What follows belongs to an exercise in optimizing a design on an open flow for small area, a short achievable clock period and few clock cycles; a production flow would make more cautious choices. At most, simulation tests tie the RTL to the original design; equivalence was not proved. Power figures rest on the tool's default switching activity, not on a simulated workload.

==> inputs of onyx <==
==> flow/design.v <==
package eed_pkg;
  localparam int MAX_LEN = 64;
  localparam int LEN_W   = $clog2(MAX_LEN + 1);
  localparam int OUT_W   = 7;
  localparam int CHAR_W  = 8;
  localparam int FUNC_W  = 2;
  localparam logic [LEN_W-1:0] MAX_CNT = LEN_W'(MAX_LEN);
  localparam logic [FUNC_W-1:0] FN_REF    = 2'd0;
  localparam logic [FUNC_W-1:0] FN_TYPED  = 2'd1;
  localparam logic [FUNC_W-1:0] FN_FINISH = 2'd2;
endpackage
import eed_pkg::*;
module edit_distance_engine_unit (
  input  logic              clk,
  input  logic              rst,
  input  logic              in_valid,
  output logic              in_ready,
  input  logic [FUNC_W-1:0] in_func,
  input  logic [CHAR_W-1:0] in_char_code,
  output logic              out_valid,
  input  logic              out_ready,
  output logic [OUT_W-1:0]  out_distance,
  output logic [OUT_W-1:0]  out_ref_length,
  output logic [OUT_W-1:0]  out_typed_length,
  output logic              out_error
);
  localparam int N   = MAX_LEN;
  localparam int NS  = 4;             
  localparam int SW  = N / NS;        
  localparam int L   = NS + 1;        
  localparam int R_W = 2 * LEN_W + 1;
  localparam int Q_W = R_W + LEN_W;
  logic             rdy;
  logic             acc;
  logic [LEN_W-1:0] ref_count;
  logic [LEN_W-1:0] typed_count;
  logic             ref_ok, typ_ok, fin_in, err_in;
  logic             can_ref, typed_room;
  logic             clr;
  logic [LEN_W-1:0] ref_inc, typed_inc;
  assign in_ready  = rdy;
  assign acc       = in_valid && rdy;
  assign ref_ok    = acc && (in_func == FN_REF) && can_ref;
  assign typ_ok    = acc && (in_func == FN_TYPED) && typed_room;
  assign fin_in    = acc && (in_func == FN_FINISH);
  assign err_in    = acc && ((in_func == FN_REF && !can_ref) || (in_func == FN_TYPED && !typed_room));
  assign clr       = rst || fin_in;
  assign ref_inc   = ref_count + LEN_W'(1);
  assign typed_inc = typed_count + LEN_W'(1);
  always_ff @(posedge clk) begin
    if (clr) begin
      ref_count   <= '0;
      typed_count <= '0;
      can_ref     <= 1'b1;
      typed_room  <= 1'b1;
    end else begin
      if (ref_ok) begin
        ref_count <= ref_inc;
        if (ref_count == MAX_CNT - LEN_W'(1)) can_ref <= 1'b0;
      end
      if (typ_ok) begin
        typed_count <= typed_inc;
        can_ref     <= 1'b0;
        if (typed_count == MAX_CNT - LEN_W'(1)) typed_room <= 1'b0;
      end
    end
  end
  logic [L:1]          ws, ts, fs, es, ks;
  logic [L:1][NS-1:0]  sh;
  logic [NS-1:0]       sh_in;
  logic [3:1][CHAR_W-1:0] cs;
  always_comb begin
    for (int q = 0; q < NS; q++) begin
      sh_in[q] = (ref_count >= LEN_W'((NS - 1 - q) * SW));
    end
  end
  always_ff @(posedge clk) begin
    if (rst) begin
      ws <= '0;
      ts <= '0;
      fs <= '0;
      es <= '0;
    end else begin
      ws <= {ws[L-1:1], ref_ok};
      ts <= {ts[L-1:1], typ_ok};
      fs <= {fs[L-1:1], fin_in};
      es <= {es[L-1:1], err_in};
    end
  end
  always_ff @(posedge clk) begin
    ks <= {ks[L-1:1], rst};
    sh <= {sh[L-1:1], sh_in};
    cs <= {cs[2:1], in_char_code};
  end
  logic [N-1:0][CHAR_W-1:0] ref_ch;
  always_ff @(posedge clk) begin
    if (ws[1]) begin
      ref_ch <= {cs[1], ref_ch[N-1:1]};
    end
  end
  logic [NS:0] cy_r, ph_r, mh_r;    
  assign cy_r[0] = 1'b0;
  assign ph_r[0] = 1'b1;
  assign mh_r[0] = 1'b0;
  for (genvar q = 0; q < NS; q++) begin : g_slice
    localparam int ES = (q < 2) ? q : 2;    
    logic [SW-1:0] eq, pv, mv;
    logic [SW-1:0] eq_c;
    logic [SW-1:0] xv, xh, ph, mh, phs, mhs, pv_n, mv_n;
    always_comb begin
      for (int i = 0; i < SW; i++) begin
        eq_c[i] = (ref_ch[q * SW + i] == cs[1 + ES]);
      end
    end
    if (q <= 2) begin : g_eq
      always_ff @(posedge clk) eq <= eq_c;
    end else begin : g_eqd
      localparam int DD = q - 1;
      logic [SW-1:0] eqd [DD];
      always_ff @(posedge clk) begin
        eqd[0] <= eq_c;
        for (int d = 1; d < DD; d++) eqd[d] <= eqd[d-1];
      end
      assign eq = eqd[DD-1];
    end
    localparam int LG = $clog2(SW);
    logic [(LG+1)*SW-1:0] gg, pp;
    logic [SW:0]         cy;
    always_comb begin
      gg[SW-1:0] = eq & pv;
      pp[SW-1:0] = pv;
      for (int l = 0; l < LG; l++) begin
        for (int i = 0; i < SW; i++) begin
          if (((i >> l) & 1) == 1) begin
            gg[(l+1)*SW + i] = gg[l*SW + i] | (pp[l*SW + i] & gg[l*SW + ((i >> l) << l) - 1]);
            pp[(l+1)*SW + i] = pp[l*SW + i] & pp[l*SW + ((i >> l) << l) - 1];
          end else begin
            gg[(l+1)*SW + i] = gg[l*SW + i];
            pp[(l+1)*SW + i] = pp[l*SW + i];
          end
        end
      end
      cy[0] = cy_r[q];
      for (int i = 0; i < SW; i++) begin
        cy[i+1] = gg[LG*SW + i] | (pp[LG*SW + i] & cy_r[q]);
      end
      xv   = eq | mv;
      xh   = cy[SW-1:0] | eq;
      ph   = mv | ~(xh | pv);
      mh   = pv & xh;
      phs  = {ph[SW-2:0], ph_r[q]};
      mhs  = {mh[SW-2:0], mh_r[q]};
      pv_n = mhs | ~(xv | phs);
      mv_n = phs & xv;
    end
    always_ff @(posedge clk) begin
      if (fs[2 + q] || ks[2 + q]) begin
        pv <= '0;
        mv <= '1;
      end else if (ts[2 + q]) begin
        pv <= pv_n;
        mv <= mv_n;
      end else if (ws[2 + q]) begin
        pv <= {sh[2 + q][q], pv[SW-1:1]};
        mv <= {!sh[2 + q][q], mv[SW-1:1]};
      end
    end
    always_ff @(posedge clk) begin
      cy_r[q + 1] <= cy[SW];
      ph_r[q + 1] <= ts[2 + q] && ph[SW-1];
      mh_r[q + 1] <= ts[2 + q] && mh[SW-1];
    end
  end
  logic [LEN_W-1:0] ref_len, typed_len;
  logic             err_len;
  always_ff @(posedge clk) begin
    if (fs[L] || ks[L]) begin
      ref_len   <= '0;
      typed_len <= '0;
      err_len   <= 1'b0;
    end else begin
      if (ws[L]) ref_len <= ref_len + LEN_W'(1);
      if (ts[L]) typed_len <= typed_len + LEN_W'(1);
      if (es[L]) err_len <= 1'b1;
    end
  end
  logic [LEN_W-1:0] score;
  logic [LEN_W-1:0] score_n;
  always_comb begin
    score_n = score;
    if (ph_r[NS] || ws[L]) score_n = score + LEN_W'(1);
    else if (mh_r[NS])     score_n = score - LEN_W'(1);
  end
  always_ff @(posedge clk) begin
    if (fs[L] || ks[L]) begin
      score <= '0;
    end else begin
      score <= score_n;
    end
  end
  logic             res_valid, hold_valid;
  logic [Q_W-1:0]   res_d, hold_d, new_d;
  logic             push, pop;
  logic             res_valid_n, hold_valid_n;
  assign push  = fs[L];
  assign new_d = {score_n, ref_len, typed_len, err_len};
  assign pop   = res_valid && out_ready;
  always_comb begin
    res_valid_n  = res_valid;
    hold_valid_n = hold_valid;
    if (pop || !res_valid) begin
      if (hold_valid) begin
        res_valid_n  = 1'b1;
        hold_valid_n = push;
      end else begin
        res_valid_n  = push;
      end
    end else if (push) begin
      hold_valid_n = 1'b1;
    end
  end
  always_ff @(posedge clk) begin
    if (rst) begin
      res_valid  <= 1'b0;
      hold_valid <= 1'b0;
    end else begin
      res_valid  <= res_valid_n;
      hold_valid <= hold_valid_n;
    end
  end
  logic res_keep, res_from_hold, res_from_new;
  assign res_from_hold = (pop || !res_valid) && hold_valid;
  assign res_from_new  = (pop || !res_valid) && !hold_valid && push;
  assign res_keep      = !res_from_hold && !res_from_new;
  always_ff @(posedge clk) begin
    res_d <= ({Q_W{res_keep}} & res_d) | ({Q_W{res_from_hold}} & hold_d)
           | ({Q_W{res_from_new}} & new_d);
  end
  always_ff @(posedge clk) begin
    if (push && (hold_valid || (res_valid && !pop))) begin
      hold_d <= new_d;
    end
  end
  logic [L+1:0] held_n;
  logic         held_none, held_one;
  assign held_n = {fs[L-1:1], res_valid_n, hold_valid_n};
  always_comb begin
    held_none = (held_n == '0);
    held_one  = held_none;
    for (int s = 0; s < L + 1; s++) begin
      if (held_n == (L+2)'(1) << s) held_one = 1'b1;
    end
  end
  always_ff @(posedge clk) begin
    if (rst) begin
      rdy <= 1'b1;
    end else begin
      rdy <= fin_in ? held_none : held_one;
    end
  end
  assign out_valid        = res_valid;
  assign out_distance     = res_d[Q_W-1 -: LEN_W];
  assign out_ref_length   = res_d[R_W-1 -: LEN_W];
  assign out_typed_length = res_d[LEN_W:1];
  assign out_error        = res_d[0];
endmodule
==> flow/run.sh <==
#!/bin/bash
# synth_recipe.tcl (not shown) runs the flow's synth.tcl, then flattens the netlist and writes it again
# the make line also repeats each setting of config.mk as NAME=value (left out here)
make -C /OpenROAD-flow-scripts/flow DESIGN_CONFIG=/design/flow/config.mk WORK_HOME=/design/flow/orfs CLKGATE_MAP_FILE= SYNTH_SCRIPT=/design/flow/synth_recipe.tcl finish
==> flow/config.mk <==
export PLATFORM = sky130hd
export DESIGN_NAME = edit_distance_engine_unit
export DESIGN_NICKNAME = edit_distance_engine_unit
export VERILOG_FILES = /design/flow/design.v
export SDC_FILE = /design/flow/constraint.sdc
export NUM_CORES = 4
export LEC_CHECK = 0
export ABC_CLOCK_PERIOD_IN_PS = 3000
export CAP_MARGIN = 20
export CORE_MARGIN = 2
export CORE_UTILIZATION = 65
export CTS_BUF_LIST = sky130_fd_sc_hd__clkbuf_16
export CTS_CLUSTER_DIAMETER = 120
export CTS_CLUSTER_SIZE = 30
export SETUP_SLACK_MARGIN = 3.8
export SLEW_MARGIN = 20
==> flow/constraint.sdc <==
create_clock -name core_clock -period 6.0 [get_ports {clk}]
set_input_delay 1.2000 -clock core_clock [delete_from_list [all_inputs] [get_ports {clk}]]
set_output_delay 1.2000 -clock core_clock [all_outputs]
set_load 0.01 [all_outputs]
==> inputs of tundra, as changes to onyx <==
--- a/flow/design.v
+++ b/flow/design.v
@@ -26,6 +26,5 @@
 );
   localparam int N   = MAX_LEN;
-  localparam int NS  = 4;             
-  localparam int SW  = N / NS;        
+  localparam int NS  = 3;             
   localparam int L   = NS + 1;        
   localparam int R_W = 2 * LEN_W + 1;
@@ -35,33 +34,25 @@
   logic [LEN_W-1:0] ref_count;
   logic [LEN_W-1:0] typed_count;
+  logic             error_flag;
   logic             ref_ok, typ_ok, fin_in, err_in;
-  logic             can_ref, typed_room;
-  logic             clr;
-  logic [LEN_W-1:0] ref_inc, typed_inc;
-  assign in_ready  = rdy;
-  assign acc       = in_valid && rdy;
-  assign ref_ok    = acc && (in_func == FN_REF) && can_ref;
-  assign typ_ok    = acc && (in_func == FN_TYPED) && typed_room;
-  assign fin_in    = acc && (in_func == FN_FINISH);
-  assign err_in    = acc && ((in_func == FN_REF && !can_ref) || (in_func == FN_TYPED && !typed_room));
-  assign clr       = rst || fin_in;
-  assign ref_inc   = ref_count + LEN_W'(1);
-  assign typed_inc = typed_count + LEN_W'(1);
-  always_ff @(posedge clk) begin
-    if (clr) begin
+  assign in_ready = rdy;
+  assign acc      = in_valid && rdy;
+  assign ref_ok   = acc && (in_func == FN_REF) && (typed_count == '0) && (ref_count != MAX_CNT);
+  assign typ_ok   = acc && (in_func == FN_TYPED) && (typed_count != MAX_CNT);
+  assign fin_in   = acc && (in_func == FN_FINISH);
+  assign err_in   = acc && ((in_func == FN_REF && !ref_ok) || (in_func == FN_TYPED && !typ_ok));
+  always_ff @(posedge clk) begin
+    if (rst) begin
       ref_count   <= '0;
       typed_count <= '0;
-      can_ref     <= 1'b1;
-      typed_room  <= 1'b1;
-    end else begin
-      if (ref_ok) begin
-        ref_count <= ref_inc;
-        if (ref_count == MAX_CNT - LEN_W'(1)) can_ref <= 1'b0;
-      end
-      if (typ_ok) begin
-        typed_count <= typed_inc;
-        can_ref     <= 1'b0;
-        if (typed_count == MAX_CNT - LEN_W'(1)) typed_room <= 1'b0;
-      end
+      error_flag  <= 1'b0;
+    end else if (fin_in) begin
+      ref_count   <= '0;
+      typed_count <= '0;
+      error_flag  <= 1'b0;
+    end else begin
+      if (ref_ok) ref_count <= ref_count + LEN_W'(1);
+      if (typ_ok) typed_count <= typed_count + LEN_W'(1);
+      if (err_in) error_flag <= 1'b1;
     end
   end
@@ -72,5 +63,5 @@
   always_comb begin
     for (int q = 0; q < NS; q++) begin
-      sh_in[q] = (ref_count >= LEN_W'((NS - 1 - q) * SW));
+      sh_in[q] = (ref_count >= LEN_W'(N - (q + 1) * N / NS));
     end
   end
@@ -104,4 +95,6 @@
   assign mh_r[0] = 1'b0;
   for (genvar q = 0; q < NS; q++) begin : g_slice
+    localparam int LO = q * N / NS;          
+    localparam int SW = (q + 1) * N / NS - LO;   
     localparam int ES = (q < 2) ? q : 2;    
     logic [SW-1:0] eq, pv, mv;
@@ -110,5 +103,5 @@
     always_comb begin
       for (int i = 0; i < SW; i++) begin
-        eq_c[i] = (ref_ch[q * SW + i] == cs[1 + ES]);
+        eq_c[i] = (ref_ch[LO + i] == cs[1 + ES]);
       end
     end
@@ -132,7 +125,7 @@
       for (int l = 0; l < LG; l++) begin
         for (int i = 0; i < SW; i++) begin
-          if (((i >> l) & 1) == 1) begin
-            gg[(l+1)*SW + i] = gg[l*SW + i] | (pp[l*SW + i] & gg[l*SW + ((i >> l) << l) - 1]);
-            pp[(l+1)*SW + i] = pp[l*SW + i] & pp[l*SW + ((i >> l) << l) - 1];
+          if (i >= (1 << l)) begin
+            gg[(l+1)*SW + i] = gg[l*SW + i] | (pp[l*SW + i] & gg[l*SW + i - (1 << l)]);
+            pp[(l+1)*SW + i] = pp[l*SW + i] & pp[l*SW + i - (1 << l)];
           end else begin
             gg[(l+1)*SW + i] = gg[l*SW + i];
- ABC_CLOCK_PERIOD_IN_PS: 3000 -> 2000
- CORE_UTILIZATION: 65 -> 40
==> run summary <==
Sequential share of the synthesized area: tundra 60.9%; onyx 63.3%
Top cell type's share of synthesized area: tundra 43.9%; onyx 44.5%
Crit-path slowest cell: tundra sky130_fd_sc_hd__dfxtp_4; onyx sky130_fd_sc_hd__dfxtp_2
Cell area after technology mapping: tundra 36500 um2; onyx 36100 um2
Tap cell instance count: tundra 1176; onyx 748
Cells after DPL: tundra 4132; onyx 3551
Area of the die: tundra 93700 um2; onyx 57400 um2
Simple-gate area share of the yosys netlist: tundra 8.86%; onyx 8.71%
Total power divided by cell area: tundra 244 nW/um2; onyx 255 nW/um2
Final clock period utilization by the worst path: tundra 38.6%; onyx 37.4%
Maximum VDD drop: tundra 0.184 mV; onyx 0.205 mV
Initial drt markers: tundra 2090; onyx 1782
Worst clock skew: tundra 0.0183 ns; onyx 0.0333 ns
Power drawn by the combinational cells: tundra 0.565 mW; onyx 0.464 mW
Routed WL: tundra 78.3 mm; onyx 68.6 mm
Clock power frac: tundra 29.4%; onyx 29.0%
Outcome: tundra no timing/DRC/antenna violations; onyx no timing/DRC/antenna violations
Signal inverters: tundra 84; onyx 52
Area of combinational cells with multiple inputs: tundra 13600 um2; onyx 12600 um2
Area growth, synth to finish: tundra 9.15%; onyx 6.94%
Worst Hold Margin: tundra 0.338 ns; onyx 0.337 ns
Launch point of the worst hold path: tundra sh[1]; onyx g_slice[3].g_eqd.eqd[0][10]
Die Span X: tundra 306 um; onyx 240 um
Non-clock buffering overhead in the final layout: tundra 2.80%; onyx 2.31%
Count of clock tree sinks: tundra 844; onyx 874
Testbench counts of onyx, summed over its fixed seeds: cycles 28,719.
No functional check of the RTL was part of tundra.

[static timing again, ports no longer ideal]
In the flow no input, the clock included, has a driving cell. The finished layouts below were timed again as built, in two steps.
Step 1 sets driving cells, clkbuf_16 on the clock port and buf_2 on the other inputs (assumed; they add their load-dependent delay and slew).
Step 2 moves the port delays by t, midway between the first and last clock arrival at a register: inputs arrive t later, outputs are due t later. That takes back most of the time a late clock gives input paths.
Slacks: no drivers / after step 1 / after step 2; pairs: no drivers / after step 1.
run | shift t [ns] | setup WS [ns] | slew at the worst register clock pin (ns)
onyx | 0.633 | 3.758 / 3.697 / 3.320 | 0.12 / 0.12
tundra | 0.646 | 3.681 / 3.622 / 3.256 | 0.12 / 0.12
After both steps setup and hold are still met in every run listed. For onyx, which loses most, drivers alone change the setup slack by -0.061 ns; drivers and shift together by -0.438 ns.
